Context: an optimization exercise on an open-source flow, tuned for small area. The choices shown serve that exercise and are no tape-out recipe. RTL that was checked went through simulation tests only; none was proved equivalent to the original. The clock port is modelled as an ideal driver; clocking choices that lean on that would not hold on a real chip. Power figures rest on the tool's default switching activity, not on a simulated workload.

==> exp/zinc <==
==> flow/design.v <==
`timescale 1ns / 1ps
package glpw_pkg;
   typedef enum logic {
      CMD_START    = 1'b0,
      CMD_CONTINUE = 1'b1
   } command_type;
   typedef enum logic [1:0] {
      AXIS_VERTICAL   = 2'd0,
      AXIS_HORIZONTAL = 2'd1,
      AXIS_DIAGONAL   = 2'd2
   } axis_mode_type;
   typedef struct packed {
      logic stop_at_occupant;
      logic info_mode;
      logic pass_through;
   } walk_flags_type;
   typedef struct packed {
      logic projectable;
      logic believed_wall;
      logic occupied;
   } cell_status_type;
   localparam int LEN_W = 8;
   localparam int             CSR_DATA_W          = 32;
   localparam int             CSR_ADDR_W          = 3;
   localparam logic           CSR_IDX_RANGE_LIMIT = 1'b0;
   localparam logic [LEN_W-1:0] RANGE_LIMIT_RESET = 8'd20;
   function automatic int entry_width(input int coord_bits);
      entry_width = 12 + 8 * coord_bits;
   endfunction
endpackage
`timescale 1ns / 1ps
module grid_line_path_walker #(
   parameter int COORD_BITS = 8
) (
   input  logic                  clock,
   input  logic                  reset,
   input  logic                  req_valid,
   output logic                  req_stall,
   input  logic                  req_command,
   input  logic [COORD_BITS-1:0] req_start_y,
   input  logic [COORD_BITS-1:0] req_start_x,
   input  logic [COORD_BITS-1:0] req_end_y,
   input  logic [COORD_BITS-1:0] req_end_x,
   input  logic                  req_pass_through,
   input  logic                  req_info_mode,
   input  logic                  req_stop_at_occupant,
   input  logic                  req_cell_projectable,
   input  logic                  req_cell_believed_wall,
   input  logic                  req_cell_occupied,
   output logic                  rsp_valid,
   input  logic                  rsp_stall,
   output logic [COORD_BITS-1:0] rsp_grid_y,
   output logic [COORD_BITS-1:0] rsp_grid_x,
   output logic                  rsp_grid_valid,
   output logic                  rsp_path_done,
   output logic [glpw_pkg::LEN_W-1:0] rsp_path_length,
   input  logic                  csr_psel,
   input  logic                  csr_penable,
   input  logic                  csr_pwrite,
   input  logic [glpw_pkg::CSR_ADDR_W-1:0] csr_paddr,
   input  logic [glpw_pkg::CSR_DATA_W-1:0] csr_pwdata,
   output logic [glpw_pkg::CSR_DATA_W-1:0] csr_prdata,
   output logic                  csr_pready
);
   localparam int CB = COORD_BITS;
   localparam int LW = glpw_pkg::LEN_W;
   localparam logic [2:0] ST_IDLE = 3'd0;
   localparam logic [2:0] ST_CLR  = 3'd1;
   localparam logic [2:0] ST_S1   = 3'd2;
   localparam logic [2:0] ST_S2   = 3'd3;
   localparam logic [2:0] ST_S3   = 3'd4;
   localparam logic [2:0] ST_C1   = 3'd5;
   localparam logic [2:0] ST_C2   = 3'd6;
   localparam logic [2:0] ST_Z    = 3'd7;
   logic [LW-1:0] rl_ff, rln_ff;
   logic [CB-1:0] y_ff, x_ff;
   logic [LW-1:0] cl_ff;
   logic          vld_ff, gv_ff, dn_ff;
   localparam logic [7:0] POL = 8'b1010_1010;
   logic [CB-1:0] ap_ff, mp_ff, rp_ff, a_ff, m_ff, r_ff;
   logic [LW-1:0] sp_ff, s_ff;
   assign a_ff = ap_ff ^ POL;
   assign m_ff = mp_ff ^ POL;
   assign r_ff = rp_ff ^ POL;
   assign s_ff = sp_ff ^ POL;
   logic [2:0]    ph_ff, st_ff;
   logic          hm_ff, yd_ff, xd_ff, pt_ff, im_ff, so_ff, pk_ff;
   logic          mn_ff, rc_ff, yc_ff, xc_ff, cs_ff, cb_ff, cc_ff;
   assign csr_pready = 1'b1;
   assign csr_prdata = {{(32-LW){1'b0}}, ~(rln_ff | {LW{csr_paddr[2]}})};
   assign rl_ff      = ~rln_ff;
   always_ff @(posedge clock) begin
      if (reset) begin
         rln_ff <= ~glpw_pkg::RANGE_LIMIT_RESET;
      end else if (csr_psel && csr_penable && csr_pwrite && !csr_paddr[2]) begin
         rln_ff <= ~csr_pwdata[LW-1:0];
      end
   end
   logic first, last, idle, walking, stop, open_slot, accept;
   assign first     = (ph_ff == 3'd0);
   assign last      = (ph_ff == 3'd7);
   assign idle      = (st_ff == ST_IDLE);
   assign walking   = gv_ff && !dn_ff;
   assign stop      = (im_ff ? req_cell_believed_wall : !req_cell_projectable)
                      || (so_ff && req_cell_occupied);
   assign open_slot = idle && !vld_ff && last;
   assign accept    = open_slot && req_valid;
   assign req_stall       = !open_slot;
   assign rsp_valid       = vld_ff;
   assign rsp_grid_y      = y_ff;
   assign rsp_grid_x      = x_ff;
   assign rsp_grid_valid  = gv_ff;
   assign rsp_path_done   = dn_ff;
   assign rsp_path_length = cl_ff;
   logic A, M, R, S, Y, X, C, L, A1, M1;
   assign A  = a_ff[0];
   assign M  = m_ff[0];
   assign R  = r_ff[0];
   assign S  = s_ff[0];
   assign Y  = y_ff[0];
   assign X  = x_ff[0];
   assign C  = cl_ff[0];
   assign L  = rl_ff[ph_ff];
   assign A1 = !last && a_ff[1];
   assign M1 = !last && m_ff[1];
   assign R1 = !last && r_ff[1];
   assign S1 = !last && s_ff[1];
   logic ser_a, ser_m, ser_r, ser_s, ser_y, ser_x, ser_c;
   logic n_cc, n_cb, n_mn, n_rc, n_yc, n_xc, n_cs;
   logic n_hm, n_yd, n_xd, n_pk, n_gv, n_dn, n_vld;
   logic [2:0] n_st;
   logic s_clr, s_s1, s_s2, s_s3, s_c1, s_c2, s_z;
   logic same, diag;
   logic rx1, rx2, rc0, rin;
   logic ystep0, xstep0, yin, xin, yzero;
   logic da, dm, bin_y, bin_x, na, nm;
   logic cin, I, sin, SN, cx, cz, bin, n_b, sx1, sx2, sc0, n_sc;
   logic R1, S1;
   assign s_clr = (st_ff == ST_CLR);
   assign s_s1  = (st_ff == ST_S1);
   assign s_s2  = (st_ff == ST_S2);
   assign s_s3  = (st_ff == ST_S3);
   assign s_c1  = (st_ff == ST_C1);
   assign s_c2  = (st_ff == ST_C2);
   assign s_z   = (st_ff == ST_Z);
   assign same = !gv_ff;
   assign diag = !mn_ff;
   always_comb begin
      n_mn  = mn_ff;
      n_hm  = hm_ff;
      n_yd  = yd_ff;
      n_xd  = xd_ff;
      n_pk  = pk_ff;
      n_gv  = gv_ff;
      n_dn  = dn_ff;
      n_vld = vld_ff && rsp_stall;
      n_st  = st_ff;
      rx1 = R;
      rx2 = 1'b0;
      rc0 = 1'b0;
      if (s_s1) begin
         rx1 = A;
         rx2 = !R;
         rc0 = 1'b1;
      end else if (s_s2) begin
         rx1 = 1'b0;
         rx2 = R ^ yd_ff;
         rc0 = yd_ff;
      end else if (s_s3) begin
         rx1 = R1;
         rx2 = S1;
         rc0 = R && S;
      end else if (s_c1) begin
         rx2 = M;
      end else if (s_c2) begin
         rx2 = mn_ff && !A;
         rc0 = mn_ff;
      end
      rin   = first ? rc0 : rc_ff;
      ser_r = rx1 ^ rx2 ^ rin;
      n_rc  = (rx1 && rx2) || (rin && (rx1 ^ rx2));
      sx1 = S;
      sx2 = 1'b0;
      sc0 = 1'b0;
      if (s_s1) begin
         sx1 = M;
         sx2 = !S;
         sc0 = 1'b1;
      end else if (s_s2) begin
         sx1 = 1'b0;
         sx2 = S ^ xd_ff;
         sc0 = xd_ff;
      end else if (s_s3) begin
         sx1 = 1'b0;
      end else if (s_c2) begin
         sx2 = first && mn_ff && pk_ff;
         sc0 = 1'b1;
      end
      sin   = first ? sc0 : cs_ff;
      SN    = sx1 ^ sx2 ^ sin;
      n_sc  = (sx1 && sx2) || (sin && (sx1 ^ sx2));
      ser_s = SN;
      ystep0 = ((s_s3 || s_c1) && !hm_ff) || (s_c2 && hm_ff && mn_ff);
      xstep0 = (s_s3 && (hm_ff || diag)) || (s_c1 && hm_ff) || (s_c2 && !hm_ff && mn_ff);
      yin    = first ? ystep0 : yc_ff;
      xin    = first ? xstep0 : xc_ff;
      ser_y  = !s_z && (s_s1 ? R : (Y ^ yin));
      ser_x  = !s_z && (s_s1 ? S : (X ^ xin));
      n_yc   = yin && (Y ^ yd_ff);
      n_xc   = xin && (X ^ xd_ff);
      ser_a = s_s3 ? (hm_ff ? S : R) : A;
      ser_m = s_s3 ? (hm_ff ? R : S) : M;
      if (s_s1) begin
         n_gv = (!first && gv_ff) || ser_r || SN;
         if (last) begin
            n_yd = !n_rc;
            n_xd = !n_sc;
         end
      end else if (s_s2) begin
         n_hm = (!ser_r && SN) || (!(ser_r ^ SN) && !first && hm_ff);
         n_mn = (!first && mn_ff) || (ser_r ^ SN);
      end
      cin   = s_c1 && (first || cc_ff);
      ser_c = s_clr ? 1'b0 : s_s3 ? (first && !same) : (C ^ cin);
      n_cs  = n_sc;
      n_cc  = cin && C;
      cx  = s_c1 ? ser_r : SN;
      cz  = s_c1 ? A : L;
      bin = !first && cb_ff;
      n_b = (!cx && cz) || (!(cx ^ cz) && bin);
      n_cb = n_b;
      if (s_c2) n_gv = (first || gv_ff) && !(C ^ A);
      case (st_ff)
         ST_IDLE: begin
            if (accept) begin
               if (req_command == glpw_pkg::CMD_START) begin
                  n_st = ST_S1;
               end else if (walking && !stop) begin
                  n_st = ST_C1;
               end else begin
                  n_st = ST_Z;
               end
            end
         end
         ST_CLR: if (last) n_st = ST_IDLE;
         ST_S1:  if (last) n_st = ST_S2;
         ST_S2:  if (last) n_st = ST_S3;
         ST_S3: begin
            if (last) begin
               n_pk  = diag;
               n_mn  = 1'b0;
               n_st  = same ? ST_Z : ST_C2;
            end
         end
         ST_C1: begin
            if (last) begin
               n_mn = n_rc || !n_b;
               n_st = ST_C2;
            end
         end
         ST_C2: begin
            if (last) begin
               n_pk  = pk_ff ^ mn_ff;
               n_dn  = n_sc || !n_b || (!pt_ff && n_gv);
               n_gv  = 1'b1;
               n_vld = 1'b1;
               n_st  = ST_IDLE;
            end
         end
         default: begin  
            if (last) begin
               n_gv  = 1'b0;
               n_dn  = 1'b1;
               n_vld = 1'b1;
               n_st  = ST_IDLE;
            end
         end
      endcase
   end
   always_ff @(posedge clock) begin
      if (reset) begin
         ph_ff  <= '0;
         st_ff  <= ST_CLR;
         vld_ff <= 1'b0;
         gv_ff  <= 1'b0;
      end else begin
         ph_ff  <= ph_ff + 3'd1;
         st_ff  <= n_st;
         vld_ff <= n_vld;
         gv_ff  <= n_gv;
      end
   end
   always_ff @(posedge clock) begin
      dn_ff  <= n_dn;
      hm_ff  <= n_hm;
      yd_ff  <= n_yd;
      xd_ff  <= n_xd;
      pk_ff  <= n_pk;
      mn_ff  <= n_mn;
      cc_ff  <= n_cc;
      cb_ff  <= n_cb;
      rc_ff  <= n_rc;
      yc_ff  <= n_yc;
      xc_ff  <= n_xc;
      cs_ff  <= n_cs;
      if (accept && req_command == glpw_pkg::CMD_START) begin
         pt_ff <= req_pass_through;
         im_ff <= req_info_mode;
         so_ff <= req_stop_at_occupant;
         ap_ff <= req_end_y ^ POL;
         mp_ff <= req_end_x ^ POL;
         rp_ff <= req_start_y ^ POL;
         sp_ff <= req_start_x ^ POL;
      end else begin
         ap_ff <= {ser_a, a_ff[CB-1:1]} ^ POL;
         mp_ff <= {ser_m, m_ff[CB-1:1]} ^ POL;
         rp_ff <= {ser_r, r_ff[CB-1:1]} ^ POL;
         sp_ff <= {ser_s, s_ff[LW-1:1]} ^ POL;
      end
      if (!idle) begin
         y_ff  <= {ser_y, y_ff[CB-1:1]};
         x_ff  <= {ser_x, x_ff[CB-1:1]};
         cl_ff <= {ser_c, cl_ff[LW-1:1]};
      end
   end
endmodule
==> flow/flow/run.sh <==
#!/bin/bash
# Standard layout (the standard.sh; standard synthesis unchanged) with
# these changes: each port gets the smallest buffer (buf_1) instead of the
# default port buffer cell; clock tree synthesis adds no dummy loads and its
# buffers are then sized down while every flip-flop clock pin keeps its slew
# under 115 ps (flow/clk_resize.tcl, run as ORFS's POST_CTS_TCL hook); and
# the constant outputs share one tie cell each for 0 and 1 (tie fanout repair
# skipped). make's full output goes to flow_make.log here; ORFS keeps
# per-step logs in orfs/logs.
set -euo pipefail
bash standard.sh \
  "BUFFER_PORTS_ARGS=-buffer_cell sky130_fd_sc_hd__buf_1" \
  "CTS_ARGS=-sink_clustering_enable -repair_clock_nets -dont_use_dummy_load" \
  SKIP_REPAIR_TIE_FANOUT=1 \
  "POST_CTS_TCL=$(pwd)/flow/clk_resize.tcl" \
  finish > flow_make.log 2>&1
==> flow/flow/clk_resize.tcl <==
proc clk_worst_slew {} {
  estimate_parasitics -placement
  set worst 0
  foreach p [get_pins -hierarchical */CLK] {
    set s [get_property $p slew_max]
    if {$s > $worst} { set worst $s }
  }
  return $worst
}
set limit 0.115
set cands {}
foreach inst [get_cells *] {
  if {[get_property $inst ref_name] eq "sky130_fd_sc_hd__clkbuf_8"} {
    lappend cands $inst
  }
}
set n 0
puts "clk_resize: start worst [clk_worst_slew]"
foreach inst $cands {
  foreach {smaller larger} {sky130_fd_sc_hd__clkbuf_4 sky130_fd_sc_hd__clkbuf_8
                            sky130_fd_sc_hd__clkbuf_2 sky130_fd_sc_hd__clkbuf_4} {
    replace_cell $inst $smaller
    if {[clk_worst_slew] > $limit} {
      replace_cell $inst $larger
      break
    }
    incr n
  }
}
puts "clk_resize: [llength $cands] clkbuf_8, downsized $n, worst [clk_worst_slew]"
==> flow/standard.sh <==
#!/bin/bash
# synth_recipe.tcl (not shown) runs the flow's synth.tcl, then flattens the netlist and writes it again
# the make line also repeats each setting of config.mk as NAME=value (left out here)
make -C /OpenROAD-flow-scripts/flow DESIGN_CONFIG=/design/flow/config.mk WORK_HOME=/design/flow/orfs CLKGATE_MAP_FILE= SYNTH_SCRIPT=/design/flow/synth_recipe.tcl "${@:-finish}"
==> flow/config.mk <==
export PLATFORM = sky130hd
export DESIGN_NAME = grid_line_path_walker
export DESIGN_NICKNAME = grid_line_path_walker
export VERILOG_FILES = /design/flow/design.v
export SDC_FILE = /design/flow/constraint.sdc
export NUM_CORES = 4
export LEC_CHECK = 0
export ABC_AREA = 1
export CAP_MARGIN = 20
export CORE_MARGIN = 2
export CORE_UTILIZATION = 55
export SLEW_MARGIN = 20
==> flow/constraint.sdc <==
create_clock -name core_clock -period 10.5 [get_ports {clock}]
set_input_delay 2.1000 -clock core_clock [delete_from_list [all_inputs] [get_ports {clock}]]
set_output_delay 2.1000 -clock core_clock [all_outputs]
set_load 0.01 [all_outputs]
==> exp/garnet: changes against exp/zinc <==
--- a/flow/design.v
+++ b/flow/design.v
@@ -86,5 +86,5 @@
    logic [2:0]    ph_ff, st_ff;
    logic          hm_ff, yd_ff, xd_ff, pt_ff, im_ff, so_ff, pk_ff;
-   logic          mn_ff, rc_ff, yc_ff, xc_ff, cs_ff, cb_ff, cc_ff;
+   logic          mn_ff, rc_ff, yc_ff, xc_ff, cs_ff;
    assign csr_pready = 1'b1;
    assign csr_prdata = {{(32-LW){1'b0}}, ~(rln_ff | {LW{csr_paddr[2]}})};
@@ -124,8 +124,6 @@
    assign A1 = !last && a_ff[1];
    assign M1 = !last && m_ff[1];
-   assign R1 = !last && r_ff[1];
-   assign S1 = !last && s_ff[1];
    logic ser_a, ser_m, ser_r, ser_s, ser_y, ser_x, ser_c;
-   logic n_cc, n_cb, n_mn, n_rc, n_yc, n_xc, n_cs;
+   logic n_mn, n_rc, n_yc, n_xc, n_cs;
    logic n_hm, n_yd, n_xd, n_pk, n_gv, n_dn, n_vld;
    logic [2:0] n_st;
@@ -135,6 +133,5 @@
    logic ystep0, xstep0, yin, xin, yzero;
    logic da, dm, bin_y, bin_x, na, nm;
-   logic cin, I, sin, SN, cx, cz, bin, n_b, sx1, sx2, sc0, n_sc;
-   logic R1, S1;
+   logic cin, I, sin, SN, cx, cz, bin, n_b;
    assign s_clr = (st_ff == ST_CLR);
    assign s_s1  = (st_ff == ST_S1);
@@ -154,4 +151,5 @@
       n_gv  = gv_ff;
       n_dn  = dn_ff;
+      n_cs  = cs_ff;
       n_vld = vld_ff && rsp_stall;
       n_st  = st_ff;
@@ -159,16 +157,8 @@
       rx2 = 1'b0;
       rc0 = 1'b0;
-      if (s_s1) begin
-         rx1 = A;
-         rx2 = !R;
-         rc0 = 1'b1;
-      end else if (s_s2) begin
-         rx1 = 1'b0;
-         rx2 = R ^ yd_ff;
-         rc0 = yd_ff;
-      end else if (s_s3) begin
-         rx1 = R1;
-         rx2 = S1;
-         rc0 = R && S;
+      if (s_s3) begin
+         rx1 = A1;
+         rx2 = M1;
+         rc0 = A && M;
       end else if (s_c1) begin
          rx2 = M;
@@ -180,54 +170,49 @@
       ser_r = rx1 ^ rx2 ^ rin;
       n_rc  = (rx1 && rx2) || (rin && (rx1 ^ rx2));
-      sx1 = S;
-      sx2 = 1'b0;
-      sc0 = 1'b0;
-      if (s_s1) begin
-         sx1 = M;
-         sx2 = !S;
-         sc0 = 1'b1;
-      end else if (s_s2) begin
-         sx1 = 1'b0;
-         sx2 = S ^ xd_ff;
-         sc0 = xd_ff;
-      end else if (s_s3) begin
-         sx1 = 1'b0;
-      end else if (s_c2) begin
-         sx2 = first && mn_ff && pk_ff;
-         sc0 = 1'b1;
-      end
-      sin   = first ? sc0 : cs_ff;
-      SN    = sx1 ^ sx2 ^ sin;
-      n_sc  = (sx1 && sx2) || (sin && (sx1 ^ sx2));
-      ser_s = SN;
       ystep0 = ((s_s3 || s_c1) && !hm_ff) || (s_c2 && hm_ff && mn_ff);
       xstep0 = (s_s3 && (hm_ff || diag)) || (s_c1 && hm_ff) || (s_c2 && !hm_ff && mn_ff);
       yin    = first ? ystep0 : yc_ff;
       xin    = first ? xstep0 : xc_ff;
-      ser_y  = !s_z && (s_s1 ? R : (Y ^ yin));
-      ser_x  = !s_z && (s_s1 ? S : (X ^ xin));
-      n_yc   = yin && (Y ^ yd_ff);
-      n_xc   = xin && (X ^ xd_ff);
-      ser_a = s_s3 ? (hm_ff ? S : R) : A;
-      ser_m = s_s3 ? (hm_ff ? R : S) : M;
+      yzero  = s_z;
+      ser_y  = !yzero && (s_s1 ? R : (Y ^ (yin && !s_s2)));
+      ser_x  = !yzero && (s_s1 ? S : (X ^ (xin && !s_s2)));
+      n_yc   = s_s2 ? (yin || A) : (yin && (Y ^ yd_ff));
+      n_xc   = s_s2 ? (xin || M) : (xin && (X ^ xd_ff));
+      bin_y = !first && yd_ff;
+      da    = A ^ R ^ bin_y;
+      bin_x = !first && xd_ff;
+      dm    = M ^ S ^ bin_x;
+      na    = A ^ (yd_ff && yin);
+      nm    = M ^ (xd_ff && xin);
+      ser_a = A;
+      ser_m = M;
       if (s_s1) begin
-         n_gv = (!first && gv_ff) || ser_r || SN;
-         if (last) begin
-            n_yd = !n_rc;
-            n_xd = !n_sc;
-         end
+         ser_a = da;
+         ser_m = dm;
+         n_yd  = (!A && R) || (!(A ^ R) && bin_y);
+         n_xd  = (!M && S) || (!(M ^ S) && bin_x);
+         n_gv  = (!first && gv_ff) || da || dm;
       end else if (s_s2) begin
-         n_hm = (!ser_r && SN) || (!(ser_r ^ SN) && !first && hm_ff);
-         n_mn = (!first && mn_ff) || (ser_r ^ SN);
+         ser_a = na;
+         ser_m = nm;
+         n_hm  = (!na && nm) || (!(na ^ nm) && !first && hm_ff);
+         n_mn  = (!first && mn_ff) || (na ^ nm);
+      end else if (s_s3) begin
+         ser_a = hm_ff ? M : A;
+         ser_m = hm_ff ? A : M;
       end
-      cin   = s_c1 && (first || cc_ff);
+      cin   = s_c1 && (first || cs_ff);
       ser_c = s_clr ? 1'b0 : s_s3 ? (first && !same) : (C ^ cin);
-      n_cs  = n_sc;
-      n_cc  = cin && C;
+      I     = first ? !(mn_ff && pk_ff) : ((ph_ff == 3'd1) && mn_ff && pk_ff);
+      sin   = !first && cs_ff;
+      SN    = S ^ I ^ sin;
+      ser_s = s_s3 ? 1'b0 : s_c2 ? SN : S;
+      if (s_c1) n_cs = cin && C;
+      if (s_c2) n_cs = (S && I) || (sin && (S ^ I));
       cx  = s_c1 ? ser_r : SN;
       cz  = s_c1 ? A : L;
-      bin = !first && cb_ff;
+      bin = !first && dn_ff;
       n_b = (!cx && cz) || (!(cx ^ cz) && bin);
-      n_cb = n_b;
+      if (s_c1 || s_c2) n_dn = n_b;
       if (s_c2) n_gv = (first || gv_ff) && !(C ^ A);
       case (st_ff)
@@ -262,5 +247,5 @@
             if (last) begin
                n_pk  = pk_ff ^ mn_ff;
-               n_dn  = n_sc || !n_b || (!pt_ff && n_gv);
+               n_dn  = n_cs || !n_b || (!pt_ff && n_gv);
                n_gv  = 1'b1;
                n_vld = 1'b1;
@@ -298,6 +283,4 @@
       pk_ff  <= n_pk;
       mn_ff  <= n_mn;
-      cc_ff  <= n_cc;
-      cb_ff  <= n_cb;
       rc_ff  <= n_rc;
       yc_ff  <= n_yc;
==> flow/flow/run.sh (replaced) <==
#!/bin/bash
set -euo pipefail
bash standard.sh "BUFFER_PORTS_ARGS=-buffer_cell sky130_fd_sc_hd__buf_1" "CTS_ARGS=-sink_clustering_enable -repair_clock_nets -dont_use_dummy_load" SKIP_REPAIR_TIE_FANOUT=1 finish > flow_make.log 2>&1
--- a/flow/config.mk
+++ b/flow/config.mk
@@ -6,7 +6,6 @@
 export NUM_CORES = 4
 export LEC_CHECK = 0
-export ABC_AREA = 1
 export CAP_MARGIN = 20
 export CORE_MARGIN = 2
-export CORE_UTILIZATION = 55
+export CORE_UTILIZATION = 40
 export SLEW_MARGIN = 20
removed: flow/flow/clk_resize.tcl
==> summary.txt <==
metric                                                                   exp/zinc        exp/garnet
Result of the run                                                  finished clean    finished clean
Non-clock inverter instance count of the final layout                          41                14
R2r worst-path depth                                                           12                 9
Sequential cell area fraction in the yosys report                           53.2%             50.3%
Sequential share of power                                                   60.3%             58.6%
Actual transition at the worst max-transition pin                        0.653 ns          0.985 ns
Number of global-route vias before repair                                    2639              2835
Core footprint                                                         6790 sq um        9730 sq um
Number of placed instances, taps included                                     551               570
Filler cells                                                                  626               992
EDFF count, synth                                                              32                31
Number of different library cells in the post-synthesis netlist                43                53
Fin crit period                                                           4.69 ns           4.70 ns
Wire length on met1                                                       3.39 mm           3.79 mm
Non-filler cells in the finished layout                                       560               580
Start point of the worst min-delay path                          ap_ff[2]$_DFF_P_  sp_ff[5]$_DFF_P_
Simple-gate portion of the synthesized area                                 15.3%             14.0%
Gate count after technology mapping                                           404               393
Worst Slack Setup Final                                                   5.81 ns           5.80 ns
The RTL of exp/zinc was laid out without a check of its function.

-- port drivers added, routing unchanged --
No port has a modelled driver above. Below, the same layouts with a new extraction and two added sets of constraints. Step 1 sets driving cells, clkbuf_16 on the clock port and buf_2 on the other inputs (assumed; they add their load-dependent delay and slew). Step 2 adds t to the input delays and takes it off the output delays; t is the mean of the earliest and latest rising clock arrival at the registers after step 1. Input paths then give back, and output paths get back, about the clock's delay inside the block. a / b / c = ideal ports / drivers / drivers and shift; a / b = the first two.
run | t, ns | setup WS [ns] | latest minus earliest clock arrival (ns) | worst slew at a driven data input, ns
exp/zinc | 0.545 | 5.809 / 5.780 / 5.780 | 0.037 / 0.037 | 0.04
exp/garnet | 0.372 | 5.799 / 5.776 / 5.776 | 0.020 / 0.020 | 0.04
After both steps every run listed still meets setup and hold. For exp/zinc, which loses most, drivers alone change the setup slack by -0.029 ns; drivers and shift together by -0.029 ns.
